This is an optimization exercise on Yosys and OpenROAD, whose aim is small area and a short achievable clock period, not a production implementation.
Where RTL was checked, it was by simulation tests only, not by an equivalence proof against the original.
Power and IR drop assume default switching activity.

== raven ==
// mips_exec_stage
module mips_exec_stage
#(
  parameter logic [31:0] EXCEPT_VEC = 32'h8000_0000
)
(
  input  logic                  clk,
  input  logic                  rst_n,
  input  logic                  instr_valid,
  input  logic [WORD_W-1:0]     instr,
  input  logic [WORD_W-1:0]     rs_data,
  input  logic [WORD_W-1:0]     rt_data,
  input  logic [PC_W-1:0]       pc_crnt,
  input  logic [PC_W-1:0]       pc_next,
  input  logic                  cause_bd,
  input  logic                  exl,
  output logic                  greg_wen,
  output logic [REG_ADDR_W-1:0] greg_waddr,
  output logic [WORD_W-1:0]     greg_wdata,
  output logic                  pcreg_wen,
  output logic [PC_W-1:0]       pcreg_wdata,
  output logic                  exception,
  output logic                  cause_wen,
  output logic [3:0]            cause_excode,
  output logic                  epc_wen,
  output logic [WORD_W-1:0]     epc_data
);
==> flow/config.mk <==
export PLATFORM = sky130hd
export DESIGN_NAME = mips_exec_stage
export DESIGN_NICKNAME = mips_exec_stage
export VERILOG_FILES = /design/flow/design.v
export SDC_FILE = /design/flow/constraint.sdc
export NUM_CORES = 4
export LEC_CHECK = 0
export CAP_MARGIN = 0
export CORE_MARGIN = 2
export CORE_UTILIZATION = 50
export PLACE_DENSITY = 0.75
export SETUP_SLACK_MARGIN = 3.0
export SLEW_MARGIN = 0
export BUFFER_PORTS_ARGS = -buffer_cell sky130_fd_sc_hd__buf_1
==> flow/constraint.sdc <==
create_clock -name core_clock -period 8.0 [get_ports {clk}]
set_input_delay 1.6000 -clock core_clock [delete_from_list [all_inputs] [get_ports {clk}]]
set_output_delay 1.6000 -clock core_clock [all_outputs]
set_load 0.01 [all_outputs]
standard.sh (not shown) runs the stock make flow with config.mk's settings and CLKGATE_MAP_FILE= SYNTH_SCRIPT=/design/flow/synth_recipe.tcl, a recipe that flattens the netlist after the stock synthesis.
==> flow/flow/run.sh <==
#!/bin/bash
set -e
echo "export BUFFER_PORTS_ARGS = -buffer_cell sky130_fd_sc_hd__buf_1" >> config.mk
export BUFFER_PORTS_ARGS="-buffer_cell sky130_fd_sc_hd__buf_1"
bash standard.sh > standard.log 2>&1
## Diff of input files: quartz against raven
- SLEW_MARGIN now 20, was 0
- CORE_UTILIZATION now 60, was 50
- CAP_MARGIN now 20, was 0
- Combined flip-flop and latch cell area of raven is on par with quartz.
- Higher global routing met2 resource utilization goes to quartz over raven.
- Delta (quartz minus raven): post-synthesis sequential element count ~0 delta, non-clock buffer count shrank by about 0.6%.
Input-level comparison between zinc and quartz:
- CORE_UTILIZATION changed from 60 to 40
Results
- zinc reports its slowest stage cell on the critical path as buf_1 while quartz reports fa_2.
- Re worst hold slack: zinc and quartz aren't equal, and the higher value belongs to zinc.
- Cmp zinc and quartz / sequential share of layout area / lower: zinc
- Compare zinc and quartz | cell count along the critical path higher: quartz
Edits applied to the flow inputs when going from zinc to willow:
- CORE_UTILIZATION: 40 -> 50
- SETUP_SLACK_MARGIN: 3.0 -> 3.25
- Per the comparison of willow with zinc, internal power shows an increase of about 2.6%; via count went up; synthesized netlist net count barely changed.
- Comparing zinc and willow, final critical-path setup slack is higher on willow.
- Hold-fix buffer count after cts: willow vs zinc identical
- Looking at launching instance or port of the critical path, the instr[29] result is from willow; the instr[10] one comes from zinc.
- In willow relative to zinc, reported clock group power had gone up slightly.
- Between zinc and willow, floorplan die area is lower for willow, zinc comes in above that.
- Of zinc and willow, zinc shows the lower leakage power total, with willow above it.


red:
Another version of the RTL of mips_exec_stage (not shown whole).
Size in the first run: roughly 1600 cells after synthesis, ~270 I/O pins.
export LEC_CHECK = 0
export CAP_MARGIN = 20
export CORE_MARGIN = 2
export CORE_UTILIZATION = 50
export SETUP_SLACK_MARGIN = 3.0
export SLEW_MARGIN = 20
export BUFFER_PORTS_ARGS = -buffer_cell sky130_fd_sc_hd__buf_1
create_clock -name core_clock -period 8.0 [get_ports {clk}]
Scripts as last shown in full above: flow/flow/run.sh
The flow did not stop early for red: all stages ran, and the layout cleared the timing, design-rule and antenna checks.
Relative to red, the following input files were edited for blue:
--- a/flow/config.mk
+++ b/flow/config.mk
@@ -10,3 +10,3 @@
 export CORE_UTILIZATION = 50
-export SETUP_SLACK_MARGIN = 3.0
+export SETUP_SLACK_MARGIN = 3.5
 export SLEW_MARGIN = 20
### Flow results
blue vs red — cell area climbed by more than 10%. Compared with red, blue shows a higher buffers plus inverters on the worst setup path. The total detailed-routing wirelength of blue was inferior to that of red. When the final numbers for red and blue were put side by side, the worst-case headroom to the max-slew limit turned out to be smaller in red. Summary of blue over red: number of buffers inserted to repair setup after CTS shows an increase of 65, global-route usage increased by 2.2 points relative to the old numbers, sequential share of power now smaller. Arrival time at the worst endpoint: blue > red. Sort red and blue by number of non-clock buffers asc -> top: red. The area occupied by multi-input gates in blue is 1.07 times that in red. Of red and blue, the higher total power draw belongs to blue.
No run of this note included a check of the RTL's function; only the layout flow was run.

-- re-timing with driven ports --
No port has a modelled driver above. Below, the same layouts with a new extraction and two added sets of constraints. Step 1: set_driving_cell puts a clkbuf_16 on clk and a buf_2 on each other input, an assumption about the parent block. Step 2, shift: input delay + t, output delay - t, t = (earliest + latest rising clock arrival at the registers) / 2. This alone moves slack from input paths to output paths. Three values: ideal ports, drivers, drivers and shift; two values: the first two.
run	t, ns	setup slack, ns	worst hold slack (ns)	worst data-port slew with drivers (ns)	cell pins on the clock port's net
raven	0.410	3.076 / 3.084 / 2.674	1.399 / 1.375 / 1.785	0.06	1
quartz	0.423	3.047 / 3.045 / 2.621	1.385 / 1.361 / 1.785	0.07	1
zinc	0.406	3.064 / 3.081 / 2.675	1.398 / 1.374 / 1.780	0.06	1
willow	0.407	3.187 / 3.090 / 2.683	1.397 / 1.370 / 1.777	0.14	1
red	0.400	3.014 / 3.018 / 2.617	1.405 / 1.378 / 1.778	0.06	1
blue	0.402	2.956 / 2.984 / 2.582	1.415 / 1.385 / 1.788	0.05	1
After both steps setup and hold are still met in every run listed. The setup slack of willow, which loses most, moves by -0.097 ns with the drivers and by -0.504 ns with both steps.
